From an optimization exercise on the open Yosys and OpenROAD flow, aimed at small area; shortcuts taken in it are not production practice.
In this exercise RTL edits were held to simulation tests only and were not proved equivalent to the original.
No activity file was given, so power comes from the tool's default toggle rates.

==> design/flow/design.v <==
`timescale 1ns/1ps
package analogizer_video_pkg;
	typedef logic [7:0] pixel_t;  
	typedef logic [5:0] dac_t;    
	typedef enum logic [1:0] {
		MODE_RGBS  = 2'd0,  
		MODE_RGSB  = 2'd1,  
		MODE_YPBPR = 2'd2,  
		MODE_TEST  = 2'd3   
	} video_mode_t;
	localparam int VIDEO_LATENCY = 3;  
	localparam logic signed [9:0] Y_R  = 10'sd77;
	localparam logic signed [9:0] Y_G  = 10'sd150;
	localparam logic signed [9:0] Y_B  = 10'sd29;
	localparam logic signed [9:0] PB_R = -10'sd43;
	localparam logic signed [9:0] PB_G = -10'sd85;
	localparam logic signed [9:0] PB_B = 10'sd128;
	localparam logic signed [9:0] PR_R = 10'sd128;
	localparam logic signed [9:0] PR_G = -10'sd107;
	localparam logic signed [9:0] PR_B = -10'sd21;
	localparam logic signed [9:0] CHROMA_OFFSET = 10'sd128;  
endpackage
`timescale 1ns/1ps
package analogizer_snac_pkg;
	typedef logic [15:0] pad_word_t;  
	localparam int PAD_BITS = 16;  
	localparam int MASTER_CLK_FREQ = 50_000_000;
	localparam int SERIAL_CLK_FREQ = 6_250_000;
	localparam int HALF_BIT_CYCLES = MASTER_CLK_FREQ / (2 * SERIAL_CLK_FREQ);  
	localparam int LATCH_CYCLES = 8;  
	typedef enum logic [2:0] {
		ST_IDLE,      
		ST_LATCH,     
		ST_CLK_LOW,   
		ST_CLK_HIGH,  
		ST_DONE       
	} snac_state_t;
endpackage
`timescale 1ns/1ps
module ypbpr_converter (
	input  logic   i_clk,
	input  logic   i_rst,
	input  logic [7:0] i_r,
	input  logic [7:0] i_g,
	input  logic [7:0] i_b,
	input  logic   i_csync,
	output logic [7:0] o_y,
	output logic [7:0] o_pb,
	output logic [7:0] o_pr,
	output logic   o_csync
);
	logic signed [8:0] r_s;  
	logic signed [8:0] g_s;
	logic signed [8:0] b_s;
	logic signed [17:0] prod_y [3];   
	logic signed [17:0] prod_pb [3];
	logic signed [17:0] prod_pr [3];
	logic signed [19:0] sum_y;
	logic signed [19:0] sum_pb;
	logic signed [19:0] sum_pr;
	logic [1:0] csync_sr;  
	function automatic logic [7:0] clamp_pixel(input logic signed [19:0] v);
		if (v < 0)
			clamp_pixel = 8'd0;
		else if (v > 255)
			clamp_pixel = 8'd255;
		else
			clamp_pixel = v[7:0];
	endfunction
	assign r_s = $signed({1'b0, i_r});
	assign g_s = $signed({1'b0, i_g});
	assign b_s = $signed({1'b0, i_b});
	always_ff @(posedge i_clk) begin
		prod_y[0] <= 18'(analogizer_video_pkg::Y_R) * 18'(r_s);
		prod_y[1] <= 18'(analogizer_video_pkg::Y_G) * 18'(g_s);
		prod_y[2] <= 18'(analogizer_video_pkg::Y_B) * 18'(b_s);
		prod_pb[0] <= 18'(analogizer_video_pkg::PB_R) * 18'(r_s);
		prod_pb[1] <= 18'(analogizer_video_pkg::PB_G) * 18'(g_s);
		prod_pb[2] <= 18'(analogizer_video_pkg::PB_B) * 18'(b_s);
		prod_pr[0] <= 18'(analogizer_video_pkg::PR_R) * 18'(r_s);
		prod_pr[1] <= 18'(analogizer_video_pkg::PR_G) * 18'(g_s);
		prod_pr[2] <= 18'(analogizer_video_pkg::PR_B) * 18'(b_s);
	end
	assign sum_y  = 20'(prod_y[0]) + 20'(prod_y[1]) + 20'(prod_y[2]);
	assign sum_pb = 20'(prod_pb[0]) + 20'(prod_pb[1]) + 20'(prod_pb[2]);
	assign sum_pr = 20'(prod_pr[0]) + 20'(prod_pr[1]) + 20'(prod_pr[2]);
	always_ff @(posedge i_clk) begin
		o_y  <= clamp_pixel(sum_y >>> 8);
		o_pb <= clamp_pixel((sum_pb >>> 8) + 20'(analogizer_video_pkg::CHROMA_OFFSET));
		o_pr <= clamp_pixel((sum_pr >>> 8) + 20'(analogizer_video_pkg::CHROMA_OFFSET));
	end
	always_ff @(posedge i_clk) begin
		if (i_rst)
			csync_sr <= '0;
		else
			csync_sr <= {csync_sr[0], i_csync};
	end
	assign o_csync = csync_sr[1];
endmodule
`timescale 1ns/1ps
module video_mode_encoder (
	input  logic        i_clk,
	input  logic        i_rst,
	input  logic [1:0] i_video_mode,
	input  logic [7:0]      i_r,
	input  logic [7:0]      i_g,
	input  logic [7:0]      i_b,
	input  logic        i_hsync,
	input  logic        i_vsync,
	input  logic        i_csync,
	input  logic        i_blank_n,
	input  logic        i_ce_pix,
	output logic [5:0] o_dac_r,
	output logic [5:0] o_dac_g,
	output logic [5:0] o_dac_b,
	output logic        o_dac_hsync,    
	output logic        o_dac_vsync,    
	output logic        o_dac_blank_n,
	output logic        o_dac_pix_stb   
);
	typedef struct packed {
		logic [1:0]  mode;
		logic [5:0]  r;
		logic [5:0]  g;
		logic [5:0]  b;
		logic        hsync;
		logic        vsync;
		logic        csync;
		logic        blank_n;
		logic        ce_pix;
	} vid_stage_t;
	logic [7:0] r_bl;  
	logic [7:0] g_bl;
	logic [7:0] b_bl;
	logic [7:0] y_conv;
	logic [7:0] pb_conv;
	logic [7:0] pr_conv;
	logic csync_conv;
	vid_stage_t stage_in;
	vid_stage_t stage_q0;  
	vid_stage_t stage_q1;
	vid_stage_t stage_out;
	assign r_bl = i_blank_n ? i_r : '0;
	assign g_bl = i_blank_n ? i_g : '0;
	assign b_bl = i_blank_n ? i_b : '0;
	ypbpr_converter u_ypbpr (
		.i_clk   (i_clk),
		.i_rst   (i_rst),
		.i_r     (r_bl),
		.i_g     (g_bl),
		.i_b     (b_bl),
		.i_csync (i_csync),
		.o_y     (y_conv),
		.o_pb    (pb_conv),
		.o_pr    (pr_conv),
		.o_csync (csync_conv)
	);
	assign stage_in = {i_video_mode, r_bl[7:2], g_bl[7:2], b_bl[7:2],
		i_hsync, i_vsync, i_csync, i_blank_n, i_ce_pix};
	always_ff @(posedge i_clk) begin
		if (i_rst) begin
			stage_q0 <= '0;
			stage_q1 <= '0;
		end else begin
			stage_q0 <= stage_in;
			stage_q1 <= stage_q0;
		end
	end
	assign stage_out = stage_q1;
	assign o_dac_pix_stb = stage_out.ce_pix;
	always_comb begin
		o_dac_r = stage_out.r;
		o_dac_g = stage_out.g;
		o_dac_b = stage_out.b;
		o_dac_hsync = stage_out.csync;  
		o_dac_vsync = 1'b1;
		o_dac_blank_n = stage_out.blank_n;
		case (stage_out.mode)
			analogizer_video_pkg::MODE_RGSB: begin
				o_dac_hsync = 1'b1;
				o_dac_vsync = stage_out.csync;  
			end
			analogizer_video_pkg::MODE_YPBPR: begin
				o_dac_r = pr_conv[7:2];
				o_dac_g = y_conv[7:2];
				o_dac_b = pb_conv[7:2];
				o_dac_hsync = 1'b1;
				o_dac_vsync = csync_conv;
				o_dac_blank_n = 1'b1;  
			end
			analogizer_video_pkg::MODE_TEST: begin
				o_dac_r = '0;
				o_dac_g = '0;
				o_dac_b = 6'd63;
				o_dac_hsync = stage_out.hsync;  
				o_dac_vsync = stage_out.vsync;
			end
			default: ;
		endcase
	end
endmodule
`timescale 1ns/1ps
module snac_gamepad_reader (
	input  logic      i_clk,
	input  logic      i_rst,
	input  logic      i_poll_req,
	output logic      o_poll_ack,
	output logic      o_busy,
	output logic [15:0] o_p1_buttons,
	output logic [15:0] o_p2_buttons,
	output logic      o_snac_latch,    
	output logic      o_snac_pad_clk,  
	input  logic      i_snac_data1,    
	input  logic      i_snac_data2     
);
	analogizer_snac_pkg::snac_state_t state;
	logic [$clog2(analogizer_snac_pkg::LATCH_CYCLES)-1:0] phase_cnt;  
	logic [$clog2(analogizer_snac_pkg::PAD_BITS)-1:0] bit_cnt;        
	logic [15:0] shift1;  
	logic [15:0] shift2;
	logic phase_end;    
	logic last_bit;
	assign phase_end = (state == analogizer_snac_pkg::ST_LATCH) ? (int'(phase_cnt) == analogizer_snac_pkg::LATCH_CYCLES - 1)
		: (int'(phase_cnt) == analogizer_snac_pkg::HALF_BIT_CYCLES - 1);
	assign last_bit = int'(bit_cnt) == analogizer_snac_pkg::PAD_BITS - 1;
	assign o_snac_latch = state == analogizer_snac_pkg::ST_LATCH;
	assign o_snac_pad_clk = state == analogizer_snac_pkg::ST_CLK_HIGH;  
	assign o_poll_ack = state == analogizer_snac_pkg::ST_DONE;
	assign o_busy = (state == analogizer_snac_pkg::ST_LATCH) || (state == analogizer_snac_pkg::ST_CLK_LOW) || (state == analogizer_snac_pkg::ST_CLK_HIGH);
	always_ff @(posedge i_clk) begin
		if (i_rst) begin
			state <= analogizer_snac_pkg::ST_IDLE;
			phase_cnt <= '0;
			bit_cnt <= '0;
			o_p1_buttons <= '0;
			o_p2_buttons <= '0;
		end else begin
			case (state)
				analogizer_snac_pkg::ST_IDLE: begin
					phase_cnt <= '0;
					bit_cnt <= '0;
					if (i_poll_req && !o_poll_ack)  
						state <= analogizer_snac_pkg::ST_LATCH;
				end
				analogizer_snac_pkg::ST_LATCH: begin
					phase_cnt <= phase_end ? '0 : phase_cnt + 1'b1;
					if (phase_end)
						state <= analogizer_snac_pkg::ST_CLK_LOW;  
				end
				analogizer_snac_pkg::ST_CLK_LOW: begin
					phase_cnt <= phase_end ? '0 : phase_cnt + 1'b1;
					if (phase_end)
						state <= analogizer_snac_pkg::ST_CLK_HIGH;
				end
				analogizer_snac_pkg::ST_CLK_HIGH: begin
					phase_cnt <= phase_end ? '0 : phase_cnt + 1'b1;
					if (phase_end && last_bit) begin
						o_p1_buttons <= shift1;  
						o_p2_buttons <= shift2;
						state <= analogizer_snac_pkg::ST_DONE;
					end else if (phase_end) begin
						bit_cnt <= bit_cnt + 1'b1;
						state <= analogizer_snac_pkg::ST_CLK_LOW;
					end
				end
				analogizer_snac_pkg::ST_DONE: begin
					if (!i_poll_req)  
						state <= analogizer_snac_pkg::ST_IDLE;
				end
				default: state <= analogizer_snac_pkg::ST_IDLE;
			endcase
		end
	end
	always_ff @(posedge i_clk) begin
		if (state == analogizer_snac_pkg::ST_CLK_LOW && phase_end) begin
			shift1 <= {~i_snac_data1, shift1[analogizer_snac_pkg::PAD_BITS-1:1]};
			shift2 <= {~i_snac_data2, shift2[analogizer_snac_pkg::PAD_BITS-1:1]};
		end
	end
endmodule
`timescale 1ns/1ps
module cart_pin_mapper (
	input  logic       i_clk,
	input  logic       i_rst,
	input  logic       i_ena,
	input  logic [7:4] i_bank0_in,  
	output logic [7:0] o_bank1_out,
	output logic [7:0] o_bank2_out,
	output logic [7:0] o_bank3_out,
	output logic       o_bank1_dir,
	output logic       o_bank2_dir,
	output logic       o_bank3_dir,
	input  logic [5:0] i_dac_r,
	input  logic [5:0] i_dac_g,
	input  logic [5:0] i_dac_b,
	input  logic       i_dac_hsync,
	input  logic       i_dac_vsync,
	input  logic       i_dac_blank_n,
	input  logic       i_dac_pix_stb,
	input  logic       i_snac_latch,
	input  logic       i_snac_pad_clk,
	output logic       o_snac_data1,
	output logic       o_snac_data2
);
	logic [5:0] blue;     
	logic pins_on;  
	assign blue = i_dac_b;
	assign o_snac_data1 = i_bank0_in[6];  
	assign o_snac_data2 = i_bank0_in[5];  
	always_ff @(posedge i_clk) begin
		if (i_rst || !i_ena) begin
			o_bank3_out <= '0;
			o_bank2_out <= '0;
			o_bank1_out <= '0;
			pins_on <= 1'b0;
		end else begin
			o_bank3_out <= {i_dac_r, i_dac_hsync, i_dac_vsync};
			o_bank2_out <= {blue[0], i_dac_blank_n, i_dac_g};
			o_bank1_out <= {i_snac_pad_clk, i_snac_latch, i_dac_pix_stb, blue[5:1]};
			pins_on <= 1'b1;
		end
	end
	assign o_bank1_dir = pins_on;
	assign o_bank2_dir = pins_on;
	assign o_bank3_dir = pins_on;
endmodule
`timescale 1ns/1ps
module analogizer_top (
	input  logic       i_clk,
	input  logic       i_rst,
	input  logic       i_ena,
	input  logic [1:0] i_video_mode,
	input  logic [7:0] i_r,
	input  logic [7:0] i_g,
	input  logic [7:0] i_b,
	input  logic       i_hsync,
	input  logic       i_vsync,
	input  logic       i_csync,
	input  logic       i_blank_n,
	input  logic       i_ce_pix,
	input  logic       i_poll_req,
	input  logic [7:4] i_bank0_in,
	output logic       o_poll_ack,
	output logic       o_busy,
	output logic [15:0] o_p1_buttons,
	output logic [15:0] o_p2_buttons,
	output logic [7:0] o_bank1_out,
	output logic [7:0] o_bank2_out,
	output logic [7:0] o_bank3_out,
	output logic       o_bank1_dir,
	output logic       o_bank2_dir,
	output logic       o_bank3_dir
);
	logic [5:0] dac_r;
	logic [5:0] dac_g;
	logic [5:0] dac_b;
	logic dac_hsync;
	logic dac_vsync;
	logic dac_blank_n;
	logic dac_pix_stb;
	logic snac_latch;
	logic snac_pad_clk;
	logic snac_data1;
	logic snac_data2;
	video_mode_encoder u_video (
		.i_clk(i_clk), .i_rst(i_rst),
		.i_video_mode(i_video_mode),
		.i_r(i_r), .i_g(i_g), .i_b(i_b),
		.i_hsync(i_hsync), .i_vsync(i_vsync), .i_csync(i_csync),
		.i_blank_n(i_blank_n), .i_ce_pix(i_ce_pix),
		.o_dac_r(dac_r), .o_dac_g(dac_g), .o_dac_b(dac_b),
		.o_dac_hsync(dac_hsync), .o_dac_vsync(dac_vsync),
		.o_dac_blank_n(dac_blank_n), .o_dac_pix_stb(dac_pix_stb)
	);
	snac_gamepad_reader u_snac (
		.i_clk(i_clk), .i_rst(i_rst),
		.i_poll_req(i_poll_req), .o_poll_ack(o_poll_ack), .o_busy(o_busy),
		.o_p1_buttons(o_p1_buttons), .o_p2_buttons(o_p2_buttons),
		.o_snac_latch(snac_latch), .o_snac_pad_clk(snac_pad_clk),
		.i_snac_data1(snac_data1), .i_snac_data2(snac_data2)
	);
	cart_pin_mapper u_pins (
		.i_clk(i_clk), .i_rst(i_rst), .i_ena(i_ena), .i_bank0_in(i_bank0_in),
		.o_bank1_out(o_bank1_out), .o_bank2_out(o_bank2_out), .o_bank3_out(o_bank3_out),
		.o_bank1_dir(o_bank1_dir), .o_bank2_dir(o_bank2_dir), .o_bank3_dir(o_bank3_dir),
		.i_dac_r(dac_r), .i_dac_g(dac_g), .i_dac_b(dac_b),
		.i_dac_hsync(dac_hsync), .i_dac_vsync(dac_vsync),
		.i_dac_blank_n(dac_blank_n), .i_dac_pix_stb(dac_pix_stb),
		.i_snac_latch(snac_latch), .i_snac_pad_clk(snac_pad_clk),
		.o_snac_data1(snac_data1), .o_snac_data2(snac_data2)
	);
endmodule
==> design/flow/run.sh <==
#!/bin/bash
# synth_recipe.tcl (not shown) runs the flow's synth.tcl, then flattens the netlist and writes it again
# the make line also repeats each setting of config.mk as NAME=value (left out here)
make -C /OpenROAD-flow-scripts/flow DESIGN_CONFIG=/design/flow/config.mk WORK_HOME=/design/flow/orfs CLKGATE_MAP_FILE= SYNTH_SCRIPT=/design/flow/synth_recipe.tcl finish
==> design/flow/config.mk <==
export PLATFORM = sky130hd
export DESIGN_NAME = analogizer_top
export DESIGN_NICKNAME = analogizer_top
export VERILOG_FILES = /design/flow/design.v
export SDC_FILE = /design/flow/constraint.sdc
export NUM_CORES = 4
export LEC_CHECK = 0
export CAP_MARGIN = 20
export CORE_MARGIN = 2
export CORE_UTILIZATION = 40
export SLEW_MARGIN = 20
==> design/flow/constraint.sdc <==
create_clock -name core_clock -period 10.0 [get_ports {i_clk}]
set_input_delay 2.0000 -clock core_clock [delete_from_list [all_inputs] [get_ports {i_clk}]]
set_output_delay 2.0000 -clock core_clock [all_outputs]
set_load 0.01 [all_outputs]
==> flow_metrics.env <==
export IMPL_crit_arrival_ns=7.58
export IMPL_cts_buffers=29
export IMPL_cts_tree="done"
export IMPL_io_pins=100
export IMPL_startpoint="i_blank_n"
export IMPL_worstHoldStart="u_video.stage_q0[9]$_SDFF_PP0_"
export IMPL_cp_depth=18
export IMPL_ys_seq_area_share_pct=32.8
export IMPL_ys_flop_type="dfxtp_1"
export IMPL_clock_skew_ns=0.0230
export IMPL_fp_row_count=77
export IMPL_syn_area_um2=18000
export IMPL_cts_setup_buffers=0
export IMPL_peakVddDrop_uv=188
export IMPL_synthCells=1810
export IMPL_mostFrequentLayoutCells="ha_1, inv_1, dfxtp_1"
export IMPL_cp_start_kind="primary input"
export IMPL_antenna_found_initial=2
export IMPL_seqCellArea_um2=5910
export IMPL_critPathBufInv=4
export IMPL_outcome="finished clean"
export IMPL_r2r_start="u_video.u_ypbpr.prod_pb[0][0]$_DFF_P_"
export IMPL_ant_nets=0
export IMPL_rsz0062_at_grt="no"
export IMPL_dieHeight_um=216
export IMPL_gp_congestion=0.849
export IMPL_hold_class="reg -> reg"
export IMPL_die_area_um2=46700
export IMPL_ctsResizeCount=0
export IMPL_drive_above_1_share_pct=4.29
export IMPL_synth_area_top_cells="dfxtp_1, ha_1, fa_1"
export IMPL_final_common_cell="ha_1"
export IMPL_max_freq_ghz=0.141
export IMPL_slew_headroom_pct=33.5
export IMPL_multi_input_area_um2=11000
export IMPL_synth_top_area_share_pct=27.5
export IMPL_cp_max_fo=16
export IMPL_yosys_warnings=7
export IMPL_setup_worst_path_end_class="flip-flop"
export IMPL_crit_path_cell_trace="clkdlybuf4s50_1 -> nand2_1 -> inv_1 -> ha_1 -> ha_1 -> fa_1 -> inv_1 -> fa_1 -> inv_1 -> ha_1 -> nor2b_1 -> o21ai_0 -> a21boi_0 -> o21ai_0 -> a21oi_1 -> a41o_1 -> o41ai_1 -> xnor2_1"
export IMPL_dp_hpwl_um=31700
export IMPL_synth_seq_cells=279
export IMPL_syn_to_final_growth_pct=14.8
export IMPL_reg2reg_depth=15
export IMPL_synth_edff_count=32
export IMPL_critPathTopFamily="adder cells"
export IMPL_synth_cell_type_count=79
export IMPL_drv_cap=0
export IMPL_vias=12500
export IMPL_async_flop_share_pct=0
export IMPL_core_area_um2=44300
export IMPL_p_per_area_nw_per_um2=263
export IMPL_drc=0
export IMPL_hold_viol=0
export IMPL_grt_max_degree=76
export IMPL_slowest_delay_ns=1.04
export IMPL_critPathSlowestCell="clkdlybuf4s50_1"
export IMPL_worstMarginPinSlew_ns=0.994
export IMPL_p_leak_uw=0.00974
export IMPL_clk_latency_ns=0.56
export IMPL_power_uw=5440
export IMPL_finalMaxSlewViolations=0
export IMPL_final_period_utilization_pct=71.1
export IMPL_nets=2376
export IMPL_ctsHtreeMaxLevel=1
export IMPL_fillers=4154
export IMPL_cts_sinks=279
export IMPL_fp_dieW_um=216
export IMPL_start_util_pct=40.6
export IMPL_insertedDiodeCount=0
export IMPL_wl_um=39300
export IMPL_clk_pin_slew_ns=0.06
export IMPL_synth_nets=2275
export IMPL_finalSetupViolCount=0
export IMPL_io_buffers=97
export IMPL_avgSynthCellArea_um2=9.95
export IMPL_viasPerCell=4.95
export IMPL_grt_pass1_wl_um=63500
export IMPL_period_minus_slack_ns=7.11
export IMPL_clockBufferDepth=3
export IMPL_detail_route_wl_per_cell_um=15.6
export IMPL_cp_required_ns=10.47
export IMPL_holdPathStages=1
export IMPL_grt_remaining_overflow=0
export IMPL_grt_pass1_vias=12415
export IMPL_clockRootBuffer="clkbuf_16"
export IMPL_grtUsageTotal_pct=17.0
export IMPL_worstSetupPathType="in -> reg"
export IMPL_yosysTopAreaCell="dfxtp_1"
export IMPL_fin_tns_setup_ns=0
export IMPL_cts_hold_buf=0
export IMPL_drt_iter0_drc=564
export IMPL_drtPass1Iterations=5
==> per-stage QoR <==
step | util [%] | worst slack, ns | area [um2] | std cells | hold slack [ns]
2_1_floorplan | - | 3.70 | 18000 | 1810 | 0.406
3_3_place_gp | 44.3 | 2.36 | 19600 | 2472 | 0.413
3_5_place_dp | 44.3 | 2.35 | 19600 | 2472 | 0.418
4_1_cts | 46.6 | 2.91 | 20700 | 2526 | 0.426
5_1_grt | 46.6 | 2.55 | 20700 | 2526 | 0.431
6_report | 46.6 | 2.89 | 20700 | 2526 | 0.428
==> Yosys cell counts, types with 32 or more instances <==
library cell,n
edfxtp_1,32
nor2b_1,52
dfxtp_1,247
inv_1,255
nand2_1,133
nor3_1,33
o21ai_0,34
nor2_1,76
fa_1,86
xnor2_1,62
a21oi_1,114
ha_1,340
==> layer usage <==
metal  vias to the layer above  share of wire (%)  global-route usage, %
met5                         -              0.031                      0
met4                         2                2.0                   4.22
met3                        46                5.0                   2.51
met2                       220                 45                   28.1
met1                      5892                 48                   23.4
li1                       6340                  -                      -
==> layout make-up <==
| class | count | share of cell area (%) |
|---|---|---|
| Timing Repair Buffer | 104 | 4.93 |
| Sequential cell | 279 | 28.6 |
| Clock inverter | 13 | 1.08 |
| Tap cell | 592 | 3.59 |
| Multi-Input combinational cell | 1242 | 53.3 |
| Clock buffer | 41 | 3.88 |
| Inverter | 255 | 4.63 |
==> logic make-up (layout without fill, tap and decap cells) <==
kind of cell,Yosys count,count (layout),share of synthesized area [%]
AOI/OAI and AO/OA,316,316,12.0
xor gates and xnor gates,89,89,4.37
adders and majority gates,426,426,33.2
buffers and inverters,289,413,6.07
DFF,279,279,32.8
muxes,6,6,0.341
and+or+nand+nor,405,405,11.2
==> state kept, by name, indices dropped and copies added (netlist names), 4 cells and up <==
name,count
u_pins.o_bank1_out,8
u_video.u_ypbpr.o_pb,6
u_video.stage_q0,24
u_video.stage_q1,25
u_video.u_ypbpr.prod_pr,36
u_snac.o_p1_buttons,16
u_video.u_ypbpr.o_y,6
u_video.u_ypbpr.o_pr,6
u_pins.o_bank2_out,8
u_video.u_ypbpr.prod_y,37
u_video.u_ypbpr.prod_pb,39
u_snac.shift2,16
u_pins.o_bank3_out,8
u_snac.bit_cnt,4
u_snac.o_p2_buttons,16
u_snac.shift1,16
==> worst register-to-register path, cell delays in order, from the launching register on <==
cell and delay (ns):
dfxtp_1 0.36, inv_1 0.07, fa_1 0.53, inv_1 0.04
ha_1 0.33, a2111oi_4 0.45, nand2b_1 0.11, a21o_1 0.21
a31oi_2 0.18, xnor2_1 0.22, ha_1 0.38, a21oi_1 0.10
o21ai_0 0.37, nor4b_4 0.10, a311oi_4 0.37, o31a_1 0.23
==> path summary, 6_finish.rpt <==
kind	to	slack [ns]
min	u_video.stage_q1[9]$_SDFF_PP0_	0.43
max reg2reg	u_video.u_ypbpr.o_pr[3]$_SDFF_PN0_	5.88
max	u_video.u_ypbpr.prod_pb[1][16]$_DFF_P_	2.89
min reg2reg	u_video.stage_q1[9]$_SDFF_PP0_	0.43
==> where the power goes <==
part	leakage (uW)	total [uW]	switching, uW	internal (uW)
combinational	0.00692	2820	1590	1240
clock	0.000494	1150	437	711
sequential	0.00233	1460	121	1340
total	0.00974	5440	2150	3290

[port drivers added, routing unchanged]
In the flow no input, the clock included, has a driving cell. The finished layout below was timed again as built, in two steps.
Step 1 sets driving cells, clkbuf_16 on the clock port and buf_2 on the other inputs (assumed; they add their load-dependent delay and slew).
Step 2, shift: input delay + t, output delay - t, t = (earliest + latest rising clock arrival at the registers) / 2. This alone moves slack from input paths to output paths.
Slacks: ideal ports / drivers / drivers and shift; pairs: ideal ports / drivers.
shift t [ns]: 0.607
slack for setup (ns): 2.889 / 2.922 / 2.316
worst setup path after step 2: input to register
slew at the worst register clock pin (ns): 0.07 / 0.07
worst data-port slew with drivers (ns): 0.06
After both steps setup and hold are still met in this run. The setup slack of this run moves by +0.033 ns with the drivers and by -0.573 ns with both steps.
